From an optimization exercise on the open Yosys and OpenROAD flow, aimed at small area and a short achievable clock period; shortcuts taken in it are not production practice.
Only simulation tests tie the RTL to the original design; equivalence was not proved.
Power and IR drop assume default switching activity.

==> design.v <==
module fir_filter (
   input  logic               clk,
   input  logic               rst,
   input  logic signed [15:0] inp,
   output logic signed [39:0] outp
);
   localparam logic [23:0] G_RESET = 24'hFF8000;    
   localparam logic [23:0] G_CONST = 24'hEF0001;
   logic signed [15:0] line [15];
   logic        [23:0] ysum;        
   logic        [16:0] dsum;        
   logic signed [16:0] d;
   logic        [23:0] gs, gc;
   logic        [23:0] ys, yc;
   logic signed [23:0] y;
   logic        [3:0]  cnt;     
   logic               v12;     
   logic        [23:0] xo, do16, nlo, gk;
   logic        [23:0] gs1, gc1, gs2, gc2, gs3, gc3;
   logic        [23:0] ys1, yc1, ys2, yc2, ys3, yc3;
   always_comb begin
      xo   = {8'd0, ~inp[15], inp[14:0]};                      
      do16 = {3'd0, ~d[16], d[15:0], 4'd0};                    
      nlo  = {8'd0, line[14][15], ~line[14][14:0]};           
      gk   = G_CONST;
      gs1 = gs ^ gc ^ do16;
      gc1 = ((gs & gc) | (gs & do16) | (gc & do16)) << 1;
      gs2 = gs1 ^ gc1 ^ nlo;
      gc2 = (((gs1 & gc1) | (gs1 & nlo) | (gc1 & nlo)) << 1) | (gk & 24'd1);
      gs3 = gs2 ^ gc2 ^ (xo | (gk & ~24'd1)) ;
      gc3 = ((gs2 & gc2) | (gs2 & (xo | (gk & ~24'd1))) | (gc2 & (xo | (gk & ~24'd1)))) << 1;
      ys1 = ys ^ yc ^ gs;
      yc1 = ((ys & yc) | (ys & gs) | (yc & gs)) << 1;
      ys2 = ys1 ^ yc1 ^ gc;
      yc2 = ((ys1 & yc1) | (ys1 & gc) | (yc1 & gc)) << 1;
      ys3 = ys2 ^ yc2 ^ xo;
      yc3 = ((ys2 & yc2) | (ys2 & xo) | (yc2 & xo)) << 1;
   end
   always_ff @(posedge clk) begin
      line[0] <= inp;
      for (int k = 1; k < 13; k++) line[k] <= line[k-1];
      if (rst) begin
         line[13] <= 16'sd0;
         line[14] <= 16'sd0;
         d        <= 17'sd0;
         gs       <= G_RESET;
         gc       <= 24'd0;
         ys       <= 24'd0;
         yc       <= 24'd0;
         y        <= 24'sd0;
         cnt      <= 4'd0;
         v12      <= 1'b0;
      end else begin
         line[13] <= v12 ? line[12] : 16'sd0;
         line[14] <= line[13];
         d        <= dsum;
         gs       <= gs3;
         gc       <= gc3;
         ys       <= ys3;
         yc       <= yc3;
         y        <= ysum;
         if (cnt != 4'd15) cnt <= cnt + 4'd1;
         v12      <= (cnt >= 4'd12);
      end
   end
   add_pp #(.W(24)) u_ysum (.a(ys), .b(yc), .ci(1'b0), .s(ysum));
   add_pp #(.W(17)) u_dsum (.a({line[14][15], line[14]}), .b(~{line[13][15], line[13]}), .ci(1'b1), .s(dsum));
   assign outp = 40'(y);
endmodule
module add_pp #(
   parameter int W = 24
) (
   input  logic [W-1:0] a,
   input  logic [W-1:0] b,
   input  logic         ci,
   output logic [W-1:0] s
);
   localparam int L = (W > 16) ? 5 : (W > 8) ? 4 : (W > 4) ? 3 : 2;    
   logic [W-1:0] p, g;
   logic [W-1:0] gp [L+1];
   logic [W-1:0] pp [L+1];
   always_comb begin
      p = a ^ b;
      g = a & b;
      gp[0] = g;
      pp[0] = p;
      gp[0][0] = g[0] | (p[0] & ci);
      for (int l = 0; l < L; l++) begin
         gp[l+1] = gp[l];
         pp[l+1] = pp[l];
         for (int i = 0; i < W; i++) begin
            if (((i >> l) & 1) == 1) begin
               gp[l+1][i] = gp[l][i] | (pp[l][i] & gp[l][((i >> l) << l) - 1]);
               pp[l+1][i] = pp[l][i] & pp[l][((i >> l) << l) - 1];
            end
         end
      end
      s[0] = p[0] ^ ci;
      for (int i = 1; i < W; i++) s[i] = p[i] ^ gp[L][i-1];
   end
endmodule
==> flow/run.sh <==
#!/bin/bash
# The standard layout with three changes:
#  - the netlist from the standard synthesis gets an inverter-removal pass
#    (flow/polarity.py) and has the full adders on carry-propagate paths split
#    into faster gates (flow/faconv.py) before floorplanning; registers and
#    ports are untouched, and the result is kept only if Yosys proves it
#    equivalent to the standard netlist
#  - the ports get plain buffers (buf_2) instead of delay cells
#  - timing repair may resize cells across footprints
set -e
R=orfs/results/sky130hd/fir_filter/base
VARS=(MATCH_CELL_FOOTPRINT=0 "BUFFER_PORTS_ARGS=-buffer_cell sky130_fd_sc_hd__buf_2")
bash standard.sh "${VARS[@]}" synth > synth.log 2>&1
cp $R/1_2_yosys.v before.v
python3 flow/polarity.py before.v pol.v 20000 > polarity.log 2>&1
python3 flow/faconv.py pol.v after.v >> polarity.log 2>&1
# internal nets of the two netlists must not pair by name: the pass flips some
sed -E 's/\b(_[0-9]{4}_)/\1g/g; s/\b(_pol[0-9]{4}_)/\1g/g; s/\\(dsum|ysum)\[/\\\1g[/g' after.v > after_renamed.v
sed "s#LIBFILE#$FLOW_HOME/platforms/sky130hd/lib/sky130_fd_sc_hd__tt_025C_1v80.lib#" flow/eq.ys > eq.ys
YOSYS=$(command -v yosys || echo /OpenROAD-flow-scripts/tools/install/yosys/bin/yosys)
if "$YOSYS" -q -l eq.log eq.ys > eq_stdout.log 2>&1; then
  echo "equivalence proven, using the pass" >> polarity.log
  cp after.v $R/1_2_yosys.v
  rm -f $R/1_synth.odb $R/1_synth.sdc
else
  echo "equivalence NOT proven, keeping the standard netlist" >> polarity.log
fi
bash standard.sh "${VARS[@]}" finish > standard.log 2>&1
==> flow/eq.ys <==
# Equivalence of the netlist before and after flow/polarity.py, registers paired by name.
read_liberty -ignore_miss_func -overwrite -setattr liberty_cell LIBFILE
read_verilog before.v
rename fir_filter gold
read_verilog after_renamed.v
rename fir_filter gate
hierarchy -check
flatten
opt_clean
equiv_make gold gate eq
hierarchy -top eq
equiv_simple -seq 1
equiv_induct
equiv_status -assert
==> flow/faconv.py <==
#!/usr/bin/env python3
"""Split the full adders of carry-propagate adders into discrete gates.

A full adder with two inputs straight from flip-flops or ports and the third
from logic (a carry) sits on the carry path of a
carry-propagate adder.  The sky130 full-adder cell is slow from that input,
so each such cell becomes ha(a, b) -> (p, g), sum = xor2(p, c) and
carry = a21o(p, c, g), which compute the same two outputs.

usage: faconv.py IN.v OUT.v
"""
import sys
sys.path.insert(0, __import__('os').path.dirname(__file__))
from polarity import parse, P, OUTPINS

src, dst = sys.argv[1], sys.argv[2]
head, decls, cells = parse(open(src).read())
driver = {}
for ci, c in enumerate(cells):
    for p, n in c['pins']:
        if p in OUTPINS:
            driver[n.strip()] = ci


def base_type(n):
    seen = 0
    while n in driver and cells[driver[n]]['type'] == P + 'inv_1' and seen < 10:
        n = dict(cells[driver[n]]['pins'])['A'].strip()
        seen += 1
    if n not in driver:
        return 'port'
    return cells[driver[n]]['type'][len(P):]


out = []
new_wires = []
k = 0
for c in cells:
    if c['type'].startswith(P + 'fa_'):
        pins = dict((p, n.strip()) for p, n in c['pins'])
        kinds = [base_type(pins[x]) for x in ('A', 'B', 'CIN')]
        seq = [t.startswith('dfxtp') or t == 'port' for t in kinds]
        if sum(seq) == 2:
            ci = [x for x, s in zip(('A', 'B', 'CIN'), seq) if not s][0]
            ab = [pins[x] for x, s in zip(('A', 'B', 'CIN'), seq) if s]
            cn = pins[ci]
            pn, gn = '_fap%03d_' % k, '_fag%03d_' % k
            new_wires += [pn, gn]
            nm = c['name'].strip()
            out.append({'type': P + 'ha_1', 'name': '%s_h' % nm.lstrip('\\'),
                        'pins': [('A', ab[0]), ('B', ab[1]), ('COUT', gn), ('SUM', pn)]})
            if 'SUM' in pins:
                out.append({'type': P + 'xor2_1', 'name': '%s_s' % nm.lstrip('\\'),
                            'pins': [('A', pn), ('B', cn), ('X', pins['SUM'])]})
            if 'COUT' in pins:
                out.append({'type': P + 'a21o_1', 'name': '%s_c' % nm.lstrip('\\'),
                            'pins': [('A1', pn), ('A2', cn), ('B1', gn), ('X', pins['COUT'])]})
            k += 1
            continue
    out.append(c)
sys.stderr.write('faconv: %d full adders split\n' % k)
lines = [head.rstrip('\n')] + [d for d in decls if d.strip()] + ['  wire %s;' % w for w in new_wires]
for c in out:
    lines.append('  %s %s (' % (c['type'], c['name']))
    lines.append(',\n'.join('    .%s(%s)' % (p, n + ' ' if n.startswith('\\') else n) for p, n in c['pins']))
    lines.append('  );')
lines.append('endmodule')
open(dst, 'w').write('\n'.join(lines) + '\n')
==> flow/polarity.py <==
#!/usr/bin/env python3
"""Inverter removal for a flat sky130hd gate netlist written by Yosys.

Full adders are self-dual: fa(~a, ~b, ~c) = (~sum, ~cout).  Synthesis leaves
many inverters between full adders (and between flip-flops and full adders)
because it chose the adders' polarity locally.  This pass chooses, for every
full adder, whether it computes the true or the complemented signals, so as to
need as few inverters as possible.  Two-input AND-of-literal gates (nor2,
nor2b, and2) are re-typed to take whichever polarity of an input is at hand.
Every other cell input, every flip-flop and every port keeps its exact logic
value, so the netlist stays equivalent to the input, register for register.

usage: polarity.py IN.v OUT.v
"""
import re
import sys
from collections import defaultdict

P = 'sky130_fd_sc_hd__'
OUTPINS = {'X', 'Y', 'Q', 'SUM', 'COUT', 'HI', 'LO'}
AREA = {'inv_1': 3.7536, 'nor2_1': 3.7536, 'nor2b_1': 6.256, 'and2_1': 6.256}


def parse(text):
    m = re.search(r'^module .*?;\n', text, re.M | re.S)
    head_end = m.end()
    body = text[head_end:]
    decl_lines = []
    cells = []
    pos = 0
    inst_re = re.compile(r'\s*(\S+)\s+(\S+|\\\S+ )\s*\((.*?)\);\n', re.S)
    lines = body.split('\n')
    # declarations: lines starting with input/output/wire; instances after
    i = 0
    while i < len(lines) and re.match(r'\s*(input|output|wire|inout)\b', lines[i]) or (i < len(lines) and lines[i].strip() == ''):
        decl_lines.append(lines[i])
        i += 1
    rest = '\n'.join(lines[i:])
    endm = rest.rindex('endmodule')
    inst_text = rest[:endm]
    for m in re.finditer(r'(\S+)\s+(\\\S+ |\S+)\s*\((.*?)\);', inst_text, re.S):
        typ, name, conns = m.group(1), m.group(2), m.group(3)
        pins = []
        for pm in re.finditer(r'\.(\w+)\(((?:\\\S+ |[^()])*)\)', conns):
            pins.append((pm.group(1), pm.group(2).strip()))
        cells.append({'type': typ, 'name': name, 'pins': pins})
    leftover = re.sub(r'(\S+)\s+(\\\S+ |\S+)\s*\((.*?)\);', '', inst_text, flags=re.S).strip()
    if leftover:
        raise SystemExit('unparsed netlist text: ' + leftover[:200])
    return text[:head_end], decl_lines, cells


def key(net):
    return net.strip()


def main():
    src, dst = sys.argv[1], sys.argv[2]
    text = open(src).read()
    head, decls, cells = parse(text)

    driver = {}
    loads = defaultdict(list)
    for ci, c in enumerate(cells):
        for p, n in c['pins']:
            if p in OUTPINS:
                driver[key(n)] = (ci, p)
            else:
                loads[key(n)].append((ci, p))

    def is_inv(ci):
        return cells[ci]['type'] == P + 'inv_1'

    def pin(ci, name):
        for p, n in cells[ci]['pins']:
            if p == name:
                return key(n)
        return None

    # base signal and inversion of every net
    base = {}

    def resolve(n):
        if n in base:
            return base[n]
        d = driver.get(n)
        if d is not None and is_inv(d[0]):
            b, v = resolve(pin(d[0], 'A'))
            base[n] = (b, v ^ 1)
        else:
            base[n] = (n, 0)
        return base[n]

    fas = [ci for ci, c in enumerate(cells) if c['type'].startswith(P + 'fa_')]
    fa_index = {ci: k for k, ci in enumerate(fas)}
    andlits = {P + 'nor2_1': {'A': 1, 'B': 1}, P + 'nor2b_1': {'A': 1, 'B_N': 0},
               P + 'and2_1': {'A': 0, 'B': 0}}

    # every non-inverter load pin: (cell, pin, base signal, needed inversion)
    uses = []
    for ci, c in enumerate(cells):
        if is_inv(ci):
            continue
        for p, n in c['pins']:
            if p in OUTPINS:
                continue
            k = key(n)
            if k in ('', "1'b0", "1'b1") or k.startswith("1'"):
                uses.append((ci, p, None, 0))
                continue
            b, v = resolve(k)
            if c['type'] in andlits:
                # literal polarity inside the AND: needed value = signal ^ (pin is inverting)
                v = v ^ andlits[c['type']][p]
            uses.append((ci, p, b, v))
    # output ports read nets directly: inverters that drive ports must stay
    port_nets = set()
    for dl in decls:
        m = re.match(r'\s*output\s+(\[(\d+):(\d+)\]\s+)?(\S+);', dl)
        if m:
            if m.group(1):
                for i in range(int(m.group(3)), int(m.group(2)) + 1):
                    port_nets.add('%s[%d]' % (m.group(4), i))
            else:
                port_nets.add(m.group(4))
    for pn in port_nets:
        if pn in driver:
            b, v = resolve(pn)
            uses.append((None, pn, b, v))

    flip = [0] * len(fas)

    def phys(b):
        d = driver.get(b)
        if d is not None and d[0] in fa_index:
            return flip[fa_index[d[0]]]
        return 0

    def cost():
        need = set()
        area = 0.0
        groups = defaultdict(list)
        for ci, p, b, v in uses:
            if b is None:
                continue
            if ci is not None and ci in fa_index:
                v ^= flip[fa_index[ci]]
            if ci is not None and cells[ci]['type'] in andlits:
                groups[ci].append((p, b, v))
                continue
            if v != phys(b):
                need.add(b)
        for ci, lits in groups.items():
            # choose per literal the polarity at hand; count the cell area
            npos = 0
            for p, b, v in lits:
                # literal wants value sig^v ... v is the required inversion of
                # the base signal inside the AND; 1 means the AND uses ~base
                have = phys(b)
                # if the physical net is the complement of base, the literal
                # ~base is available uninverted
                lit_neg = v ^ have  # 1: gate pin must invert its input
                npos += (lit_neg == 0)
            area += {0: AREA['nor2_1'], 1: AREA['nor2b_1'], 2: AREA['and2_1']}[npos]
        return len(need) * AREA['inv_1'] + area

    import random
    rng = random.Random(1)
    start = cost()

    def greedy():
        best = cost()
        improved = True
        while improved:
            improved = False
            for k in range(len(fas)):
                flip[k] ^= 1
                c = cost()
                if c < best - 1e-9:
                    best = c
                    improved = True
                else:
                    flip[k] ^= 1
        return best

    best = greedy()
    best_flip = list(flip)
    # annealing from the greedy result
    cur = best
    T = 4.0
    for it in range(int(sys.argv[3]) if len(sys.argv) > 3 else 20000):
        k = rng.randrange(len(fas))
        flip[k] ^= 1
        c = cost()
        if c <= cur or rng.random() < pow(2.718, (cur - c) / T):
            cur = c
            if c < best - 1e-9:
                best = c
                best_flip = list(flip)
        else:
            flip[k] ^= 1
        T = max(0.05, T * 0.9997)
    flip[:] = best_flip
    best = greedy()
    sys.stderr.write('polarity: cost %.1f -> %.1f um2 (%d of %d full adders flipped)\n'
                     % (start, best, sum(flip), len(fas)))

    # rebuild the netlist
    inv_net = {}
    new_wires = []
    new_cells = []

    def inverted(b):
        if b not in inv_net:
            n = '_pol%04d_' % len(inv_net)
            inv_net[b] = n
            new_wires.append(n)
            new_cells.append({'type': P + 'inv_1', 'name': '_polinv%04d_' % (len(inv_net) - 1),
                              'pins': [('A', b), ('Y', n)]})
        return inv_net[b]

    def netfor(b, v):
        return b if v == phys(b) else inverted(b)

    use_of = {}
    for ci, p, b, v in uses:
        use_of[(ci, p)] = (b, v)
    out_cells = []
    keep_inv = set()
    # inverters driving output ports directly are kept only if still needed
    for ci, c in enumerate(cells):
        if is_inv(ci):
            continue
        nc = {'type': c['type'], 'name': c['name'], 'pins': []}
        if c['type'] in andlits:
            lits = []
            for p, n in c['pins']:
                if p in OUTPINS:
                    continue
                b, v = use_of[(ci, p)]
                lits.append((b, v))
            outnet = [n for p, n in c['pins'] if p in OUTPINS][0]
            pos = []
            neg = []
            for b, v in lits:
                if b is None:
                    raise SystemExit('constant on AND gate')
                if v ^ phys(b):
                    neg.append(b)
                else:
                    pos.append(b)
            if len(pos) == 0:
                nc['type'] = P + 'nor2_1'
                nc['pins'] = [('A', neg[0]), ('B', neg[1]), ('Y', outnet)]
            elif len(pos) == 1:
                nc['type'] = P + 'nor2b_1'
                nc['pins'] = [('A', neg[0]), ('B_N', pos[0]), ('Y', outnet)]
            else:
                nc['type'] = P + 'and2_1'
                nc['pins'] = [('A', pos[0]), ('B', pos[1]), ('X', outnet)]
            out_cells.append(nc)
            continue
        for p, n in c['pins']:
            if p in OUTPINS or (ci, p) not in use_of or use_of[(ci, p)][0] is None:
                nc['pins'].append((p, n))
                continue
            b, v = use_of[(ci, p)]
            if ci in fa_index:
                v ^= flip[fa_index[ci]]
            nc['pins'].append((p, netfor(b, v)))
        out_cells.append(nc)
    # output ports: drive each port net with the right polarity
    for pn in sorted(port_nets):
        d = driver.get(pn)
        if d is None:
            continue
        if is_inv(d[0]):
            b, v = base[pn]
            src_net = netfor(b, v ^ 1)
            # port net must carry base^v: invert a net carrying base^(v^1)
            out_cells.append({'type': P + 'inv_1', 'name': cells[d[0]]['name'],
                              'pins': [('A', src_net), ('Y', pn)]})
        else:
            b, v = base[pn]
            if v != 0 or phys(b) != 0:
                raise SystemExit('port %s driven by a flipped cell' % pn)
    out_cells += new_cells

    lines = [head.rstrip('\n')]
    lines += [d for d in decls if d.strip()]
    for w in new_wires:
        lines.append('  wire %s;' % w)
    for c in out_cells:
        lines.append('  %s %s (' % (c['type'], c['name']))
        lines.append(',\n'.join('    .%s(%s)' % (p, n + ' ' if n.startswith('\\') else n) for p, n in c['pins']))
        lines.append('  );')
    lines.append('endmodule')
    open(dst, 'w').write('\n'.join(lines) + '\n')
    n_inv_before = sum(1 for c in cells if c['type'] == P + 'inv_1')
    n_inv_after = sum(1 for c in out_cells if c['type'] == P + 'inv_1')
    sys.stderr.write('polarity: inverters %d -> %d\n' % (n_inv_before, n_inv_after))


if __name__ == '__main__':
    main()
==> standard.sh <==
#!/bin/bash
# synth_recipe.tcl (not shown) runs the flow's synth.tcl, then flattens the netlist and writes it again
# the make line also repeats each setting of config.mk as NAME=value (left out here)
make -C /OpenROAD-flow-scripts/flow DESIGN_CONFIG=/design/flow/config.mk WORK_HOME=/design/flow/orfs CLKGATE_MAP_FILE= SYNTH_SCRIPT=/design/flow/synth_recipe.tcl "${@:-finish}"
==> config.mk <==
export PLATFORM = sky130hd
export DESIGN_NAME = fir_filter
export DESIGN_NICKNAME = fir_filter
export VERILOG_FILES = /design/flow/design.v
export SDC_FILE = /design/flow/constraint.sdc
export NUM_CORES = 4
export LEC_CHECK = 0
export CAP_MARGIN = 20
export CORE_MARGIN = 2
export CORE_UTILIZATION = 65
export CTS_BUF_LIST = sky130_fd_sc_hd__clkbuf_16
export CTS_CLUSTER_DIAMETER = 80
export CTS_CLUSTER_SIZE = 24
export SETUP_SLACK_MARGIN = 3.75
export SLEW_MARGIN = 20
==> constraint.sdc <==
create_clock -name core_clock -period 6.0 [get_ports {clk}]
set_input_delay 1.2000 -clock core_clock [delete_from_list [all_inputs] [get_ports {clk}]]
set_output_delay 1.2000 -clock core_clock [all_outputs]
set_load 0.01 [all_outputs]
==> impl_summary.txt, run 1 <==
----------------------------------------------------
[Detailed routing]
  Routed length per placed instance ... 14.96 microns
  Number of design-rule violations left by the first detailed-router iteration ... 227
  Avg Vias per Cell ... 4.849
  Vias ... 6376
  Number of optimization iterations in the first detailed-route pass ... 4
  Total detailed-routing wirelength ... 19.67 mm
  Antenna Nets Post-Route ... 0
  Final routed DRC violation total ... 0

[GRT]
  Vias in the first global route ... 6669
  Wire length of the first global-routing pass ... 33.40 mm
  Leftover overflow at the end of global routing ... 0
  Largest net degree at the start of global routing ... 69
  Number of antenna violations at the first check in global routing ... 0
  All-layer global routing usage ... 0.1930

[Cells and area]
  Net count of the finished layout ... 1245
  Final antenna diode count ... 0
  Fraction of final layout cells sized beyond drive strength 1 ... 0.1464
  Most common cell after layout, fill and taps aside ... dfxtp_1
  Finished Core Util ... 0.7253
  Commonest cells after routing, fill and taps aside ... dfxtp_1, nor2b_1, fa_1, ha_1, buf_2
  Area growth from synthesis to layout ... 10.25%
  Count of filler cells inserted in the layout ... 1412

[Critical path]
  Category of the most critical setup path ... reg2out
  Arrival @ worst endpoint ... 1.07 ns
  Worst Setup Start Kind ... flop
  Register-to-Register Setup Slack ... 3.75 ns
  Slowest-stage cell, CP ... dfxtp_4
  Crit-path max cell delay ... 0.42 ns
  Chain of cells forming the critical path ... buf_2
  CP top delay family ... flip-flops
  WP data required ... 4.80 ns
  Setup crit end kind ... primary output
  Top fanout value on the critical path ... 17
  Buffering stage count on the worst path with inverters included ... 1

[Clock tree]
  CTS Root Cell ... clkbuf_16
  TritonCTS clock tree ... built
  H-Tree Depth ... 1
  Worst-case clock buffer depth ... 3
  Clock sinks ... 380
  Clock latency on the worst-skew pair ... 0.52 ns
  Clk pin slew, worst setup/hold paths ... 0.09 ns
  Inserted Clock Buffers ... 19
  Hold bufs inserted after CTS ... 0

[Pwr]
  Maximum vdd ir drop ... 326.9 uV
  Power per cell area ... 498.1 nW/um^2
  Leakage ... 6.287 nW

[Die]
  Floorplan die height ... 146.4 microns
  I/O pin count ... 58
  Die area ... 21440 sq um
  Number of cell rows ... 52
  Floorplan core area ... 20040 sq um
  Effective utilization at floorplan ... 0.6578
  Die outline width ... 146.4 microns

[Synth]
  Number of standard cells after synthesis ... 989
  Yosys synthesis warning count ... 8
  Combined area of all synthesized cells ... 13180 sq um
  Syn nets ... 1189
  Average cell area after synthesis ... 13.33 sq um

[Timing]
  Final setup viols ... 0
  Worst slew margin relative to its limit ... 0.5764
  Post-route clock period utilization ... 0.3791
  Setup TNS ... 0 ns
  Unrepaired setup endpoints after global routing ... true
  Post-route clock skew ... 0.02248 ns
  Worst Max-Slew Pin Slew ... 0.6341 ns
  Post-layout minimum cycle time ... 2.275 ns
  Max Transition Viols Final ... 0
  Final hold viol count ... 0
  Highest Clock Rate ... 439.6 MHz

[Placed design]
  GP Congestion ... 0.7744
  Count of input and output buffers ... 57
  Half-perimeter wire length after placement ... 13.45 mm

[Status]
  Outcome ... timing/DRC/antenna clean

[Min path]
  Min-delay worst type ... reg2reg

[Run]
  Maximum capacitance violations ... 0

----------------------------------------------------
==> state kept, by name, summed over array words and instances (netlist names) <==
register and flops:
y 24, v12 1, d 17, gs 24, line 240, gc 23, cnt 4, ys 24
yc 23
==> worst paths after layout <==
check,startpoint,endpoint,depth (start not counted)
min reg2reg,line[0][6]$_DFF_P_,line[1][6]$_DFF_P_,0
max reg2reg,line[14][1]$_SDFF_PP0_,d[15]$_SDFF_PP0_,10
min,line[0][6]$_DFF_P_,line[1][6]$_DFF_P_,0
max,y[23]$_SDFF_PP0_,outp[25],1
==> through the flow <==
stage	total power (W)	cells	instance area, sq um	hold slack [ns]	setup slack [ns]
floorplan	0.005162	989	13180	0.3096	3.779
global placement	0.005732	1284	13640	0.3099	2.918
CTS	0.007260	1309	14300	0.3247	3.700
global route	0.007875	1315	14530	0.3293	3.638
detailed placement	0.005791	1284	13640	0.3121	2.883
finish	0.007239	1315	14530	0.3222	3.725
==> power breakdown <==
part / total (W) / internal [W] / switching, W / leakage (nW)
logic: 0.00266 / 0.00141 / 0.00125 / 2.86
registers: 0.00323 / 0.00294 / 0.000290 / 3.18
clock network: 0.00135 / 0.000616 / 0.000735 / 0.253
==> layer usage <==
layer | share of wire | global-route usage | wire (microns) | vias to the layer above
met5 | 0 | 0 | 0 | -
met4 | 0.015 | 0.03786 | 293 | 0
met3 | 0.026 | 0.02625 | 518 | 19
met2 | 0.45 | 0.3000 | 8756 | 69
met1 | 0.51 | 0.2958 | 10110 | 3062
li1 | - | - | - | 3226
==> final cells by class <==
type | instances | area (sq um) | share of cell area
clock buffer | 19 | 475.5 | 0.03271
clock inverter | 2 | 38.79 | 0.002669
inverter | 54 | 202.7 | 0.01395
multi-input combinational | 520 | 5438 | 0.3741
sequential | 380 | 7641 | 0.5257
tap | 270 | 337.8 | 0.02324
timing repair buffer | 70 | 400.4 | 0.02755
==> timing repair <==
action | 4_1_cts | 5_1_grt
endpoints found under the hold margin | 0 | 0
resized for setup | 24 | 47
setup buffers | 4 | 6
pin swaps | 13 | 19
setup endpoints to repair | 97 | 103
==> inputs of run 2 (changes only) <==
--- a/config.mk
+++ b/config.mk
@@ -8,5 +8,5 @@
 export CAP_MARGIN = 20
 export CORE_MARGIN = 2
-export CORE_UTILIZATION = 65
+export CORE_UTILIZATION = 45
 export CTS_BUF_LIST = sky130_fd_sc_hd__clkbuf_16
 export CTS_CLUSTER_DIAMETER = 80
==> impl_summary.txt, run 2 <==
----------------------------------------------------
[Status]
  Outcome ... timing/DRC/antenna clean

[Timing]
  Max Transition Viols Final ... 0
  Worst Max-Slew Pin Slew ... 0.6216 ns
  Unrepaired setup endpoints after global routing ... true
  Post-route clock skew ... 0.02308 ns
  Worst setup slack after layout ... 3.694 ns
  Post-route clock period utilization ... 0.3843
  Setup TNS ... 0 ns
  Final setup viols ... 0
  Final hold viol count ... 0
  Highest Clock Rate ... 433.6 MHz
  Worst slew margin relative to its limit ... 0.5856
  Post-layout minimum cycle time ... 2.306 ns

[GRT]
  Peak-usage layer in the global routing report ... met2
  Number of antenna violations at the first check in global routing ... 0
  Largest net degree at the start of global routing ... 108
  Wire length of the first global-routing pass ... 34.52 mm
  Met2 Track Usage GR ... 0.2160
  All-layer global routing usage ... 0.1405
  Fraction of met3 tracks used by global routing ... 0.02546
  Vias in the first global route ... 6811
  M1 GR Usage ... 0.2067
  Leftover overflow at the end of global routing ... 0

[Cells and area]
  Net count of the finished layout ... 1246
  Flip-flop count of the largest register after layout ... 240
  Area growth from synthesis to layout ... 11.67%
  Most common cell after layout, fill and taps aside ... dfxtp_1
  Fraction of final layout cells sized beyond drive strength 1 ... 0.1370
  Cell area after layout ... 14720 sq um
  Register with the most flip-flops ... line
  Count of filler cells inserted in the layout ... 2476
  Final antenna diode count ... 0
  Commonest cells after routing, fill and taps aside ... dfxtp_1, nor2b_1, fa_1, ha_1, buf_2

[Clock tree]
  Hold bufs inserted after CTS ... 0
  TritonCTS clock tree ... built
  Worst-case clock buffer depth ... 3
  Inserted Clock Buffers ... 21
  Clk pin slew, worst setup/hold paths ... 0.09 ns
  Clock latency on the worst-skew pair ... 0.52 ns
  Clock sinks ... 380
  H-Tree Depth ... 1
  CTS Root Cell ... clkbuf_16

[Detailed routing]
  Avg Vias per Cell ... 4.432
  Number of optimization iterations in the first detailed-route pass ... 4
  Routed length per placed instance ... 14.09 microns
  Number of design-rule violations left by the first detailed-router iteration ... 225
  Final routed DRC violation total ... 0
  Antenna Nets Post-Route ... 0
  Vias ... 6360
  Total detailed-routing wirelength ... 20.22 mm

[Critical path]
  Reg-to-reg startpoint ... yc[9]$_SDFF_PP0_
  Register-to-Register Path Depth ... 7
  Register-to-Register Setup Slack ... 3.69 ns
  Category of the most critical setup path ... reg2reg
  Worst setup endpoint ... y[22]$_SDFF_PP0_
  WP data required ... 6.42 ns
  Capturing point of the worst reg2reg path ... y[22]$_SDFF_PP0_
  Top fanout value on the critical path ... 4
  Launching element of the worst setup path ... yc[9]$_SDFF_PP0_
  Worst Setup Start Kind ... flop
  Setup crit end kind ... flop
  Arrival @ worst endpoint ... 2.72 ns

[Synth]
  Combined area of all synthesized cells ... 13180 sq um
  Syn nets ... 1189
  Number of standard cells after synthesis ... 989
  Average cell area after synthesis ... 13.33 sq um
  Yosys synthesis warning count ... 8

[Placed design]
  Worst setup slack before clock tree synthesis ... 2.765 ns
  GP Congestion ... 0.7228
  Count of input and output buffers ... 57
  Post-place instance area ... 13770 sq um
  Half-perimeter wire length after placement ... 14.34 mm

[Pwr]
  Leakage ... 6.317 nW
  Maximum vdd ir drop ... 264.1 uV
  Power per cell area ... 492.1 nW/um^2

[Die]
  I/O pin count ... 58
  Effective utilization at floorplan ... 0.4580
  Die area ... 30680 sq um
  Floorplan die height ... 175.2 microns
  Number of cell rows ... 62
  Die outline width ... 175.2 microns
  Floorplan core area ... 28780 sq um

[Min path]
  Min-delay worst type ... reg2reg
  Number of stages on the worst hold path ... 0

[Run]
  Maximum capacitance violations ... 0

----------------------------------------------------
run 2: what timing repair did:
action,4_1_cts,5_1_grt
resized for setup,30,27
setup endpoints to repair,125,48
setup buffers,6,4
pin swaps,11,18
run 2: stage by stage:
stage	cells	power, W	util	hold slack (ns)
finish	1435	0.007244	0.5115	0.3242
global route	1435	0.007976	0.5115	0.3297
CTS	1431	0.007330	0.5058	0.3244
detailed placement	1397	0.005760	0.4786	0.3121
global placement	1397	0.005731	0.4786	0.3099
floorplan	989	0.005162	-	0.3096
run 2: cell type report:
type | instances | area [sq um] | area share
Clock buffer | 21 | 525.5 | 0.03570
Sequential cell | 380 | 7622 | 0.5178
Inverter | 54 | 205.2 | 0.01394
Timing Repair Buffer | 69 | 402.9 | 0.02737
Multi-Input combinational cell | 520 | 5419 | 0.3681
Tap cell | 384 | 480.5 | 0.03264
Clock inverter | 7 | 65.06 | 0.004420
run 2: layer usage:
layer	up-vias	share of wire
met2	58	0.43
met4	0	0.014
met1	3049	0.52
li1	3233	-
met5	-	0
met3	20	0.035
run 2: critical path, cell delays in order, from the launching register on:
cell and delay, ns:
dfxtp_1 0.41, ha_4 0.24, a21o_1 0.23, a21o_1 0.22, a221oi_4 0.37, a21boi_2 0.13
a221oi_2 0.28, mux2_1 0.34
run 2: report_power, final:
group / internal, W / total, W / switching (W)
clock network: 0.000653 / 0.00145 / 0.000801
registers: 0.00293 / 0.00323 / 0.000296
logic: 0.00137 / 0.00256 / 0.00119
run 2: worst min path at each step:
stage                        from             endpoint  slack, ns
6_report       line[6][8]$_DFF_P_   line[7][8]$_DFF_P_       0.32
5_1_grt        line[2][7]$_DFF_P_   line[3][7]$_DFF_P_       0.33
4_1_cts        line[2][7]$_DFF_P_   line[3][7]$_DFF_P_       0.32
3_5_place_dp   line[9][5]$_DFF_P_  line[10][5]$_DFF_P_       0.31
3_3_place_gp   line[8][1]$_DFF_P_   line[9][1]$_DFF_P_       0.31
2_1_floorplan  line[9][0]$_DFF_P_  line[10][0]$_DFF_P_       0.31
==> inputs of run 3 (changes only) <==
--- a/config.mk
+++ b/config.mk
@@ -8,5 +8,5 @@
 export CAP_MARGIN = 20
 export CORE_MARGIN = 2
-export CORE_UTILIZATION = 45
+export CORE_UTILIZATION = 55
 export CTS_BUF_LIST = sky130_fd_sc_hd__clkbuf_16
 export CTS_CLUSTER_DIAMETER = 80
==> impl_summary.txt, run 3 <==
----------------------------------------------------
[Synth]
  Average cell area after synthesis ... 13.33 sq um
  Yosys synthesis warning count ... 8
  Combined area of all synthesized cells ... 13180 sq um
  Syn nets ... 1189
  Number of standard cells after synthesis ... 989

[Critical path]
  CP top delay family ... flip-flops
  Arrival @ worst endpoint ... 1.08 ns
  Capturing point of the worst reg2reg path ... y[22]$_SDFF_PP0_
  WP data required ... 4.80 ns
  Critical path depth ... 1
  Reg-to-reg startpoint ... yc[9]$_SDFF_PP0_
  Register-to-Register Path Depth ... 7
  Top fanout value on the critical path ... 17
  Category of the most critical setup path ... reg2out
  Slowest-stage cell, CP ... dfxtp_4
  Register-to-Register Setup Slack ... 3.75 ns
  Chain of cells forming the critical path ... buf_2
  Crit-path max cell delay ... 0.42 ns
  Setup crit end kind ... primary output
  Worst Setup Start Kind ... flop
  Buffering stage count on the worst path with inverters included ... 1

[Timing]
  Final setup viols ... 0
  Worst Max-Slew Pin Slew ... 0.5692 ns
  Highest Clock Rate ... 439.1 MHz
  Worst slew margin relative to its limit ... 0.6198
  Max Transition Viols Final ... 0
  Post-route clock period utilization ... 0.3796
  Unrepaired setup endpoints after global routing ... true
  Post-route clock skew ... 0.02021 ns
  Post-layout minimum cycle time ... 2.277 ns
  Final hold viol count ... 0
  Setup TNS ... 0 ns
  Worst Hold Margin ... 0.3176 ns

[Die]
  Number of cell rows ... 56
  Effective utilization at floorplan ... 0.5616
  Floorplan core area ... 23470 sq um
  Floorplan die height ... 158.8 microns
  I/O pin count ... 58
  Die outline width ... 158.8 microns
  Die area ... 25220 sq um

[Clock tree]
  Worst-case clock buffer depth ... 3
  Inserted Clock Buffers ... 20
  H-Tree Depth ... 1
  TritonCTS clock tree ... built
  Clock latency on the worst-skew pair ... 0.52 ns
  Clk pin slew, worst setup/hold paths ... 0.08 ns
  CTS Root Cell ... clkbuf_16
  Clock sinks ... 380
  Hold bufs inserted after CTS ... 0

[Detailed routing]
  Number of optimization iterations in the first detailed-route pass ... 4
  Antenna Nets Post-Route ... 0
  Avg Vias per Cell ... 4.657
  Number of design-rule violations left by the first detailed-router iteration ... 326
  Final routed DRC violation total ... 0
  Total detailed-routing wirelength ... 20.02 mm
  Vias ... 6352
  Routed length per placed instance ... 14.68 microns

[Cells and area]
  Register with the most flip-flops ... line
  Most common cell after layout, fill and taps aside ... dfxtp_1
  Commonest cells after routing, fill and taps aside ... dfxtp_1, nor2b_1, fa_1, ha_1, buf_2
  Fraction of final layout cells sized beyond drive strength 1 ... 0.1435
  Finished Core Util ... 0.6232
  Net count of the finished layout ... 1242
  Flip-flop count of the largest register after layout ... 240
  Area growth from synthesis to layout ... 10.96%
  Final antenna diode count ... 0
  Cell area after layout ... 14630 sq um

[GRT]
  Vias in the first global route ... 6703
  Largest net degree at the start of global routing ... 94
  Wire length of the first global-routing pass ... 34.33 mm
  All-layer global routing usage ... 0.1682
  Number of antenna violations at the first check in global routing ... 0
  Leftover overflow at the end of global routing ... 0

[Min path]
  Number of stages on the worst hold path ... 0
  Endpoint of the worst hold path ... line[5][4]$_DFF_P_
  Min-delay worst type ... reg2reg
  Worst hold start ... line[4][4]$_DFF_P_

[Run]
  Maximum capacitance violations ... 0

[Pwr]
  Leakage ... 6.310 nW
  Power per cell area ... 494.1 nW/um^2
  Maximum vdd ir drop ... 341.5 uV
  Total Power ... 0.007227 W

[Placed design]
  GP Congestion ... 0.7411
  Count of input and output buffers ... 57
  Half-perimeter wire length after placement ... 13.95 mm
  Post-place instance area ... 13690 sq um

[Status]
  Outcome ... timing/DRC/antenna clean

----------------------------------------------------
run 3: timing repair:
action / in CTS / in global routing
gates resized for setup: 26 / 44
gates cloned: 0 / 0
setup endpoints to repair: 122 / 38
pin swaps: 12 / 17
setup buffers: 4 / 3
run 3: final cells by class:
class / count / area, sq um
sequential: 380 / 7630
clock buffer: 21 / 525.5
fill: 1857 / 8845
clock inverter: 4 / 37.54
timing repair buffer: 66 / 372.9
inverter: 54 / 205.2
tap: 319 / 399.1
multi-input combinational: 520 / 5458
run 3: through the flow:
stage / setup WS [ns] / cells
detailed placement: 2.751 / 1332
CTS: 3.685 / 1361
finish: 3.723 / 1364
floorplan: 3.779 / 989
global route: 3.652 / 1364
global placement: 2.729 / 1332
run 3: worst reg2reg max path, stage by stage, from the launching register on:
cell      delay, ns
dfxtp_2        0.36
ha_4           0.26
a21o_1         0.20
a21o_1         0.21
a221oi_4       0.34
a21boi_2       0.12
a221oi_2       0.29
mux2_1         0.34
run 3: how the worst max path moves through the flow:
stage	startpoint	to	slack (ns)
6_report	y[23]$_SDFF_PP0_	outp[26]	3.72
5_1_grt	y[23]$_SDFF_PP0_	outp[38]	3.65
4_1_cts	y[23]$_SDFF_PP0_	outp[26]	3.68
3_5_place_dp	rst	y[22]$_SDFF_PP0_	2.75
3_3_place_gp	rst	y[22]$_SDFF_PP0_	2.73
2_1_floorplan	rst	cnt[2]$_SDFFE_PP0P_	3.78
run 3: where the power goes:
part	total [W]	leakage, nW	switching (W)	internal [W]
Clock	0.00140	0.280	0.000765	0.000637
Sequential	0.00323	3.18	0.000291	0.00294
Combinational	0.00260	2.85	0.00121	0.00138
Total	0.00723	6.31	0.00227	0.00496
run 3: per-layer routing:
metal,GRT usage,wire [microns]
met5,0,0
met4,0.03753,443
met3,0.02638,588
met2,0.2590,8782
met1,0.2521,10210
==> inputs of run 4 (changes only) <==
--- a/flow/run.sh
+++ b/flow/run.sh
@@ -10,5 +10,5 @@
 set -e
 R=orfs/results/sky130hd/fir_filter/base
-VARS=(MATCH_CELL_FOOTPRINT=0 "BUFFER_PORTS_ARGS=-buffer_cell sky130_fd_sc_hd__buf_2")
+VARS=(MATCH_CELL_FOOTPRINT=0 "BUFFER_PORTS_ARGS=-buffer_cell sky130_fd_sc_hd__buf_2" "CTS_ARGS=-sink_clustering_enable -repair_clock_nets -sink_clustering_size 24 -sink_clustering_max_diameter 80 -buf_list sky130_fd_sc_hd__clkbuf_16 -sink_clustering_levels 1")
 bash standard.sh "${VARS[@]}" synth > synth.log 2>&1
 cp $R/1_2_yosys.v before.v
==> impl_summary.txt, run 4 <==
----------------------------------------------------
[Synth]
  Number of standard cells after synthesis ... 989
  Yosys synthesis warning count ... 8
  Average cell area after synthesis ... 13.33 sq um
  Syn nets ... 1189
  Combined area of all synthesized cells ... 13180 sq um

[Critical path]
  Reg-to-reg startpoint ... yc[9]$_SDFF_PP0_
  Buffering stage count on the worst path with inverters included ... 1
  Setup crit end kind ... primary output
  Register-to-Register Setup Slack ... 3.75 ns
  Top fanout value on the critical path ... 17
  WP data required ... 4.80 ns
  Worst setup endpoint ... outp[26]
  Crit-path max cell delay ... 0.42 ns
  Chain of cells forming the critical path ... buf_2
  Register-to-Register Path Depth ... 7
  Launching element of the worst setup path ... y[23]$_SDFF_PP0_
  CP top delay family ... flip-flops
  Capturing point of the worst reg2reg path ... y[22]$_SDFF_PP0_
  Worst Setup Start Kind ... flop
  Critical path depth ... 1
  Category of the most critical setup path ... reg2out
  Arrival @ worst endpoint ... 1.08 ns
  Slowest-stage cell, CP ... dfxtp_4

[Timing]
  Worst Max-Slew Pin Slew ... 0.5692 ns
  Worst slew margin relative to its limit ... 0.6198
  Worst Hold Margin ... 0.3176 ns
  Post-layout minimum cycle time ... 2.277 ns
  Final hold viol count ... 0
  Unrepaired setup endpoints after global routing ... true
  Post-route clock period utilization ... 0.3796
  Max Transition Viols Final ... 0
  Final setup viols ... 0
  Post-route clock skew ... 0.02021 ns
  Setup TNS ... 0 ns
  Worst setup slack after layout ... 3.723 ns
  Highest Clock Rate ... 439.1 MHz

[Cells and area]
  Finished Core Util ... 0.6232
  Most common cell after layout, fill and taps aside ... dfxtp_1
  Count of filler cells inserted in the layout ... 1857
  Flip-flop count of the largest register after layout ... 240
  Fraction of final layout cells sized beyond drive strength 1 ... 0.1435
  Area taken by flip-flops and latches ... 7630 sq um
  Final antenna diode count ... 0
  Cell area after layout ... 14630 sq um
  Area used by multi-input combinational logic ... 5458 sq um
  Register with the most flip-flops ... line
  Area growth from synthesis to layout ... 10.96%
  Net count of the finished layout ... 1242
  Commonest cells after routing, fill and taps aside ... dfxtp_1, nor2b_1, fa_1, ha_1, buf_2

[Placed design]
  Post-place instance area ... 13690 sq um
  Count of input and output buffers ... 57
  Half-perimeter wire length after placement ... 13.95 mm
  Worst setup slack before clock tree synthesis ... 2.751 ns
  GP Congestion ... 0.7411

[Detailed routing]
  Final routed DRC violation total ... 0
  Number of optimization iterations in the first detailed-route pass ... 4
  Avg Vias per Cell ... 4.657
  Routed length per placed instance ... 14.68 microns
  Number of design-rule violations left by the first detailed-router iteration ... 326
  Vias ... 6352
  Total detailed-routing wirelength ... 20.02 mm
  Antenna Nets Post-Route ... 0

[Clock tree]
  TritonCTS clock tree ... built
  Inserted Clock Buffers ... 20
  Clk pin slew, worst setup/hold paths ... 0.08 ns
  Hold bufs inserted after CTS ... 0
  Clock sinks ... 380
  Clock latency on the worst-skew pair ... 0.52 ns
  CTS Root Cell ... clkbuf_16
  H-Tree Depth ... 1
  Worst-case clock buffer depth ... 3

[GRT]
  Wire length of the first global-routing pass ... 34.33 mm
  Leftover overflow at the end of global routing ... 0
  Number of antenna violations at the first check in global routing ... 0
  All-layer global routing usage ... 0.1682
  Vias in the first global route ... 6703
  Largest net degree at the start of global routing ... 94

[Die]
  Number of cell rows ... 56
  Floorplan core area ... 23470 sq um
  Effective utilization at floorplan ... 0.5616
  Floorplan die height ... 158.8 microns
  I/O pin count ... 58
  Die outline width ... 158.8 microns
  Die area ... 25220 sq um

[Run]
  Maximum capacitance violations ... 0

[Pwr]
  Leakage ... 6.310 nW
  Power per cell area ... 494.1 nW/um^2
  Maximum vdd ir drop ... 341.5 uV

[Status]
  Outcome ... timing/DRC/antenna clean

[Min path]
  Min-delay worst type ... reg2reg

----------------------------------------------------
## run 4: cell counts in the layout (fill, tap and decap cells not counted)
No cell type changed its count.
## run 4: stage by stage
| stage | instances | total power, W |
|---|---|---|
| 6_report | 1364 | 0.007227 |
| 5_1_grt | 1364 | 0.007936 |
| 4_1_cts | 1361 | 0.007291 |
| 3_5_place_dp | 1332 | 0.005788 |
| 3_3_place_gp | 1332 | 0.005776 |
| 2_1_floorplan | 989 | 0.005162 |
## run 4: worst min-delay path by stage
stage	from	endpoint	slack (ns)	cells past startpoint
6_report	line[4][4]$_DFF_P_	line[5][4]$_DFF_P_	0.32	0
2_1_floorplan	line[9][0]$_DFF_P_	line[10][0]$_DFF_P_	0.31	0
3_3_place_gp	line[0][13]$_DFF_P_	line[1][13]$_DFF_P_	0.31	0
4_1_cts	line[4][4]$_DFF_P_	line[5][4]$_DFF_P_	0.31	0
5_1_grt	line[4][4]$_DFF_P_	line[5][4]$_DFF_P_	0.31	0
3_5_place_dp	line[9][14]$_DFF_P_	line[10][14]$_DFF_P_	0.31	0
## run 4: metal layers
layer / GRT usage / part of all wire / vias up
met3: 0.02638 / 0.029 / 25
met1: 0.2521 / 0.51 / 3040
li1: - / - / 3219
met2: 0.2590 / 0.44 / 68
met4: 0.03753 / 0.022 / 0
met5: 0 / 0 / -
## run 4: cell type report
class	count	share of cell area
timing repair buffer	66	0.02549
multi-input combinational	520	0.3731
tap	319	0.02729
inverter	54	0.01403
sequential	380	0.5216
clock inverter	4	0.002566
clock buffer	21	0.03593
## run 4: power by group
part | leakage (nW) | switching [W] | total (W) | internal, W
registers | 3.18 | 0.000291 | 0.00323 | 0.00294
logic | 2.85 | 0.00121 | 0.00260 | 0.00138
clock network | 0.280 | 0.000765 | 0.00140 | 0.000637
total | 6.31 | 0.00227 | 0.00723 | 0.00496
## run 4: what timing repair did
action                                  4_1_cts  5_1_grt
pin swaps                                    12       17
cloned                                        0        0
setup buffers                                 4        3
endpoints found under the setup margin      122       38
resized for setup                            26       44
==> inputs of run 5 (changes only) <==
--- a/flow/run.sh
+++ b/flow/run.sh
@@ -10,5 +10,5 @@
 set -e
 R=orfs/results/sky130hd/fir_filter/base
-VARS=(MATCH_CELL_FOOTPRINT=0 "BUFFER_PORTS_ARGS=-buffer_cell sky130_fd_sc_hd__buf_2" "CTS_ARGS=-sink_clustering_enable -repair_clock_nets -sink_clustering_size 24 -sink_clustering_max_diameter 80 -buf_list sky130_fd_sc_hd__clkbuf_16 -sink_clustering_levels 1")
+VARS=(MATCH_CELL_FOOTPRINT=0 "BUFFER_PORTS_ARGS=-buffer_cell sky130_fd_sc_hd__buf_2" "CTS_ARGS=-sink_clustering_enable -repair_clock_nets -sink_clustering_size 24 -sink_clustering_max_diameter 80 -buf_list sky130_fd_sc_hd__clkbuf_16 -distance_between_buffers 400 -branching_point_buffers_distance 400")
 bash standard.sh "${VARS[@]}" synth > synth.log 2>&1
 cp $R/1_2_yosys.v before.v
==> impl_summary.txt, run 5 <==
----------------------------------------------------
[Placed design]
  Worst setup slack before clock tree synthesis ... 2.751 ns
  GP Congestion ... 0.7411
  Half-perimeter wire length after placement ... 13.95 mm
  Count of input and output buffers ... 57

[Critical path]
  Crit-path max cell delay ... 0.42 ns
  Slowest-stage cell, CP ... dfxtp_4
  Buffering stage count on the worst path with inverters included ... 1
  Reg-to-reg startpoint ... yc[9]$_SDFF_PP0_
  CP top delay family ... flip-flops
  Top fanout value on the critical path ... 17
  Launching element of the worst setup path ... y[23]$_SDFF_PP0_
  WP data required ... 4.80 ns
  Arrival @ worst endpoint ... 1.08 ns
  Category of the most critical setup path ... reg2out
  Chain of cells forming the critical path ... buf_2
  Register-to-Register Path Depth ... 7
  Setup crit end kind ... primary output
  Worst Setup Start Kind ... flop
  Critical path depth ... 1

[Die]
  Effective utilization at floorplan ... 0.5616
  Die area ... 25220 sq um
  Die outline width ... 158.8 microns
  I/O pin count ... 58
  Floorplan core area ... 23470 sq um
  Floorplan die height ... 158.8 microns
  Number of cell rows ... 56

[GRT]
  All-layer global routing usage ... 0.1682
  Wire length of the first global-routing pass ... 34.33 mm
  M1 GR Usage ... 0.2521
  Peak-usage layer in the global routing report ... met2
  Vias in the first global route ... 6703
  Met2 Track Usage GR ... 0.2590
  Number of antenna violations at the first check in global routing ... 0
  Leftover overflow at the end of global routing ... 0
  Largest net degree at the start of global routing ... 94
  Fraction of met3 tracks used by global routing ... 0.02638

[Timing]
  Post-route clock period utilization ... 0.3796
  Max Transition Viols Final ... 0
  Final hold viol count ... 0
  Setup TNS ... 0 ns
  Unrepaired setup endpoints after global routing ... true
  Post-layout minimum cycle time ... 2.277 ns
  Worst slew margin relative to its limit ... 0.6198
  Worst Max-Slew Pin Slew ... 0.5692 ns
  Worst setup slack after layout ... 3.723 ns
  Post-route clock skew ... 0.02021 ns
  Final setup viols ... 0
  Highest Clock Rate ... 439.1 MHz

[Clock tree]
  Clock sinks ... 380
  Clock latency on the worst-skew pair ... 0.52 ns
  Clk pin slew, worst setup/hold paths ... 0.08 ns
  TritonCTS clock tree ... built
  Inserted Clock Buffers ... 20
  H-Tree Depth ... 1
  Hold bufs inserted after CTS ... 0
  CTS Root Cell ... clkbuf_16
  Worst-case clock buffer depth ... 3

[Detailed routing]
  Routed length per placed instance ... 14.68 microns
  Number of optimization iterations in the first detailed-route pass ... 4
  Number of design-rule violations left by the first detailed-router iteration ... 326
  Final routed DRC violation total ... 0
  Antenna Nets Post-Route ... 0
  Total detailed-routing wirelength ... 20.02 mm
  Avg Vias per Cell ... 4.657
  Vias ... 6352

[Cells and area]
  Area taken by flip-flops and latches ... 7630 sq um
  Flip-flop count of the largest register after layout ... 240
  Area growth from synthesis to layout ... 10.96%
  Commonest cells after routing, fill and taps aside ... dfxtp_1, nor2b_1, fa_1, ha_1, buf_2
  Register with the most flip-flops ... line
  Area used by multi-input combinational logic ... 5458 sq um
  Most common cell after layout, fill and taps aside ... dfxtp_1
  Fraction of final layout cells sized beyond drive strength 1 ... 0.1435
  Count of filler cells inserted in the layout ... 1857
  Final antenna diode count ... 0
  Net count of the finished layout ... 1242

[Min path]
  Number of stages on the worst hold path ... 0
  Worst hold start ... line[4][4]$_DFF_P_
  Min-delay worst type ... reg2reg

[Synth]
  Syn nets ... 1189
  Number of standard cells after synthesis ... 989
  Yosys synthesis warning count ... 8
  Average cell area after synthesis ... 13.33 sq um
  Combined area of all synthesized cells ... 13180 sq um

[Pwr]
  Leakage ... 6.310 nW
  Maximum vdd ir drop ... 341.5 uV
  Power per cell area ... 494.1 nW/um^2

[Status]
  Outcome ... timing/DRC/antenna clean

[Run]
  Maximum capacitance violations ... 0

----------------------------------------------------
==> run 5: metal layers <==
metal | share of wire | up-vias
met3 | 0.029 | 25
met4 | 0.022 | 0
li1 | - | 3219
met5 | 0 | -
met1 | 0.51 | 3040
met2 | 0.44 | 68
==> run 5: power by group <==
part	switching, W	leakage [nW]	total, W	internal (W)
Combinational	0.00121	2.85	0.00260	0.00138
Clock	0.000765	0.280	0.00140	0.000637
Sequential	0.000291	3.18	0.00323	0.00294
Total	0.00227	6.31	0.00723	0.00496
==> run 5: worst paths after layout <==
path / to / slack [ns]
setup reg to reg: y[22]$_SDFF_PP0_ / 3.75
hold reg to reg: line[5][4]$_DFF_P_ / 0.32
setup / recovery: outp[26] / 3.72
hold / removal: line[5][4]$_DFF_P_ / 0.32
==> run 5: final cells by class <==
cell class / instances / area share
sequential: 380 / 0.5216
multi-input combinational: 520 / 0.3731
clock buffer: 21 / 0.03593
tap: 319 / 0.02729
timing repair buffer: 66 / 0.02549
inverter: 54 / 0.01403
clock inverter: 4 / 0.002566
==> run 5: per-stage QoR <==
| step | std cells | hold WS (ns) | utilization | area [sq um] | total power [W] |
|---|---|---|---|---|---|
| 6_report | 1364 | 0.3176 | 0.6232 | 14630 | 0.007227 |
| 5_1_grt | 1364 | 0.3140 | 0.6232 | 14630 | 0.007936 |
| 4_1_cts | 1361 | 0.3144 | 0.6129 | 14390 | 0.007291 |
| 3_5_place_dp | 1332 | 0.3121 | 0.5834 | 13690 | 0.005788 |
| 3_3_place_gp | 1332 | 0.3096 | 0.5834 | 13690 | 0.005776 |
| 2_1_floorplan | 989 | 0.3096 | - | 13180 | 0.005162 |
==> run 5: repair_timing <==
action                     4_1_cts  5_1_grt
hold endpoints to repair         0        0
gates resized for setup         26       44
setup buffers                    4        3
setup endpoints to repair      122       38
pin swaps                       12       17
==> inputs of run 6 (changes only) <==
--- a/design.v
+++ b/design.v
@@ -14,4 +14,6 @@
    logic        [23:0] ys, yc;
    logic signed [23:0] y;
+   logic               ysg;     
+   logic        [23:0] c23;     
    logic        [3:0]  cnt;     
    logic               v12;     
@@ -49,4 +51,5 @@
          yc       <= 24'd0;
          y        <= 24'sd0;
+         ysg      <= 1'b0;
          cnt      <= 4'd0;
          v12      <= 1'b0;
@@ -60,4 +63,5 @@
          yc       <= yc3;
          y        <= ysum;
+         ysg      <= ys[23] ^ yc[23] ^ c23[23];
          if (cnt != 4'd15) cnt <= cnt + 4'd1;
          v12      <= (cnt >= 4'd12);
@@ -66,5 +70,6 @@
    add_pp #(.W(24)) u_ysum (.a(ys), .b(yc), .ci(1'b0), .s(ysum));
    add_pp #(.W(17)) u_dsum (.a({line[14][15], line[14]}), .b(~{line[13][15], line[13]}), .ci(1'b1), .s(dsum));
-   assign outp = 40'(y);
+   assign c23  = {1'b0, ys[22:0]} + {1'b0, yc[22:0]};
+   assign outp = {{8{ysg}}, {9{y[23]}}, y[22:0]};
 endmodule
 module add_pp #(
--- a/flow/run.sh
+++ b/flow/run.sh
@@ -10,5 +10,5 @@
 set -e
 R=orfs/results/sky130hd/fir_filter/base
-VARS=(MATCH_CELL_FOOTPRINT=0 "BUFFER_PORTS_ARGS=-buffer_cell sky130_fd_sc_hd__buf_2" "CTS_ARGS=-sink_clustering_enable -repair_clock_nets -sink_clustering_size 24 -sink_clustering_max_diameter 80 -buf_list sky130_fd_sc_hd__clkbuf_16 -distance_between_buffers 400 -branching_point_buffers_distance 400")
+VARS=(MATCH_CELL_FOOTPRINT=0 "BUFFER_PORTS_ARGS=-buffer_cell sky130_fd_sc_hd__buf_2")
 bash standard.sh "${VARS[@]}" synth > synth.log 2>&1
 cp $R/1_2_yosys.v before.v
@@ -16,5 +16,5 @@
 python3 flow/faconv.py pol.v after.v >> polarity.log 2>&1
 # internal nets of the two netlists must not pair by name: the pass flips some
-sed -E 's/\b(_[0-9]{4}_)/\1g/g; s/\b(_pol[0-9]{4}_)/\1g/g; s/\\(dsum|ysum)\[/\\\1g[/g' after.v > after_renamed.v
+sed -E 's/\b(_[0-9]{4}_)/\1g/g; s/\b(_pol[0-9]{4}_)/\1g/g; s/\\(dsum|ysum|c23)\[/\\\1g[/g' after.v > after_renamed.v
 sed "s#LIBFILE#$FLOW_HOME/platforms/sky130hd/lib/sky130_fd_sc_hd__tt_025C_1v80.lib#" flow/eq.ys > eq.ys
 YOSYS=$(command -v yosys || echo /OpenROAD-flow-scripts/tools/install/yosys/bin/yosys)
==> impl_summary.txt, run 6 <==
----------------------------------------------------
[Detailed routing]
  Number of design-rule violations left by the first detailed-router iteration ... 299
  Antenna Nets Post-Route ... 0
  Total detailed-routing wirelength ... 20.92 mm
  Avg Vias per Cell ... 4.755
  Routed length per placed instance ... 14.90 microns
  Number of optimization iterations in the first detailed-route pass ... 4
  Vias ... 6676
  Final routed DRC violation total ... 0

[Critical path]
  Buffering stage count on the worst path with inverters included ... 2
  Chain of cells forming the critical path ... inv_2 > ha_4 > a21o_1 > inv_2 > a21o_1 > a21o_4 > a211oi_4 > nor3_2 > o21ai_1 > or4b_1
  Register-to-Register Setup Slack ... 3.68 ns
  Reg-to-reg startpoint ... line[14][1]$_SDFF_PP0_
  Top fanout value on the critical path ... 4
  Category of the most critical setup path ... reg2reg
  Arrival @ worst endpoint ... 2.72 ns
  Register-to-Register Path Depth ... 10
  WP data required ... 6.40 ns
  Setup crit end kind ... flop
  Slowest-stage cell, CP ... or4b_1
  CP top delay family ... compound AO/OA/AOI/OAI gates
  Crit-path max cell delay ... 0.44 ns
  Capturing point of the worst reg2reg path ... d[14]$_SDFF_PP0_
  Worst Setup Start Kind ... flop

[Clock tree]
  TritonCTS clock tree ... built
  Clock latency on the worst-skew pair ... 0.52 ns
  Inserted Clock Buffers ... 20
  Hold bufs inserted after CTS ... 0
  CTS Root Cell ... clkbuf_16
  Clk pin slew, worst setup/hold paths ... 0.09 ns
  Worst-case clock buffer depth ... 3
  H-Tree Depth ... 1
  Clock sinks ... 381

[Pwr]
  Total Power ... 0.007272 W
  Maximum vdd ir drop ... 280.4 uV
  Power per cell area ... 486.6 nW/um^2
  Leakage ... 6.423 nW

[Die]
  Die area ... 25620 sq um
  Die outline width ... 160.1 microns
  Floorplan core area ... 24110 sq um
  Floorplan die height ... 160.1 microns
  Number of cell rows ... 57
  I/O pin count ... 58
  Effective utilization at floorplan ... 0.5557

[Synth]
  Yosys synthesis warning count ... 8
  Syn nets ... 1218
  Combined area of all synthesized cells ... 13400 sq um
  Average cell area after synthesis ... 13.16 sq um
  Number of standard cells after synthesis ... 1018

[GRT]
  All-layer global routing usage ... 0.1725
  Vias in the first global route ... 6890
  Wire length of the first global-routing pass ... 35.40 mm
  Number of antenna violations at the first check in global routing ... 0
  Largest net degree at the start of global routing ... 67
  Leftover overflow at the end of global routing ... 0

[Timing]
  Highest Clock Rate ... 431.2 MHz
  Worst Hold Margin ... 0.3213 ns
  Final setup viols ... 0
  Post-layout minimum cycle time ... 2.319 ns
  Post-route clock period utilization ... 0.3866
  Worst Max-Slew Pin Slew ... 0.6024 ns
  Unrepaired setup endpoints after global routing ... true
  Worst slew margin relative to its limit ... 0.5880
  Setup TNS ... 0 ns
  Max Transition Viols Final ... 0
  Final hold viol count ... 0
  Post-route clock skew ... 0.01600 ns

[Cells and area]
  Area growth from synthesis to layout ... 11.55%
  Fraction of final layout cells sized beyond drive strength 1 ... 0.1546
  Most common cell after layout, fill and taps aside ... dfxtp_1
  Net count of the finished layout ... 1277
  Finished Core Util ... 0.6200
  Register with the most flip-flops ... line
  Flip-flop count of the largest register after layout ... 240
  Cell area after layout ... 14940 sq um
  Commonest cells after routing, fill and taps aside ... dfxtp_1, nor2b_1, fa_1, ha_1, inv_1
  Area taken by flip-flops and latches ... 7671 sq um
  Area used by multi-input combinational logic ... 5620 sq um
  Final antenna diode count ... 0
  Count of filler cells inserted in the layout ... 2011

[Status]
  Outcome ... timing/DRC/antenna clean

[Min path]
  Min-delay worst type ... reg2reg
  Worst hold start ... line[6][4]$_DFF_P_
  Number of stages on the worst hold path ... 0
  Endpoint of the worst hold path ... line[7][4]$_DFF_P_

[Run]
  Maximum capacitance violations ... 0

[Placed design]
  Half-perimeter wire length after placement ... 14.51 mm
  GP Congestion ... 0.7423
  Count of input and output buffers ... 57
  Post-place instance area ... 13910 sq um

----------------------------------------------------
[run 6: final cells by class]
type,count,share of cell area
flip-flops and latches,381,0.5133
clock inverters,4,0.002344
multi-input cells,546,0.3761
well taps,324,0.02713
clock buffers,21,0.03516
repair buffers,75,0.03265
inverters,53,0.01331
[run 6: metrics by stage]
stage | setup WS (ns) | instances
after floorplan | 3.760 | 1018
after global placement | 2.960 | 1364
after detailed placement | 2.937 | 1364
after CTS | 3.683 | 1397
after global routing | 3.587 | 1404
final | 3.681 | 1404
[run 6: layer usage]
| metal | share of wire | global-route usage |
|---|---|---|
| met5 | 0 | 0 |
| met4 | 0.030 | 0.05037 |
| met3 | 0.033 | 0.02104 |
| met2 | 0.43 | 0.2672 |
| met1 | 0.51 | 0.2571 |
[run 6: where the power goes]
part / switching, W / leakage, nW / internal [W] / total [W]
sequential: 0.000307 / 3.19 / 0.00296 / 0.00326
combinational: 0.00120 / 2.96 / 0.00140 / 0.00260
clock: 0.000766 / 0.276 / 0.000638 / 0.00140
total: 0.00227 / 6.42 / 0.00500 / 0.00727
[run 6: how the worst max path moves through the flow]
stage / from / endpoint / cells past startpoint
floorplan: line[14][1]$_SDFF_PP0_ / d[9]$_SDFF_PP0_ / 13
global placement: rst / d[14]$_SDFF_PP0_ / 4
detailed placement: rst / d[14]$_SDFF_PP0_ / 4
CTS: line[14][1]$_SDFF_PP0_ / d[12]$_SDFF_PP0_ / 10
global route: line[14][1]$_SDFF_PP0_ / d[9]$_SDFF_PP0_ / 13
finish: line[14][1]$_SDFF_PP0_ / d[14]$_SDFF_PP0_ / 10
[run 6: repair_timing]
action	in CTS	in global routing
gates resized for setup	53	30
setup buffers	8	7
setup endpoints to repair	37	34
pin swaps	22	18

static timing again, ports no longer ideal:
The flow's constraints put no driver on any port. The routed layouts listed below were extracted and timed again, unchanged, in two steps.
Step 1, drivers: a clkbuf_16 drives clk and a buf_2 each remaining input, both assumed.
Step 2 moves the port delays by t, midway between the first and last clock arrival at a register: inputs arrive t later, outputs are due t later. That takes back most of the time a late clock gives input paths.
Slacks: no drivers / after step 1 / after step 2; pairs: no drivers / after step 1.
run	t, ns	setup WS [ns]	worst setup path after step 2	worst register clock-pin slew, ns	pins driven straight from the clock port
run 1	0.554	3.725 / 3.679 / 3.355	input to register	0.10 / 0.10	1
run 2	0.562	3.694 / 3.664 / 3.314	input to register	0.09 / 0.09	1
run 3	0.553	3.723 / 3.677 / 3.251	input to register	0.10 / 0.10	1
run 4	0.553	3.723 / 3.677 / 3.251	input to register	0.10 / 0.10	1
run 5	0.553	3.723 / 3.677 / 3.251	input to register	0.10 / 0.10	1
run 6	0.562	3.681 / 3.677 / 3.267	input to register	0.10 / 0.10	1
After both steps setup and hold are still met in every run listed.
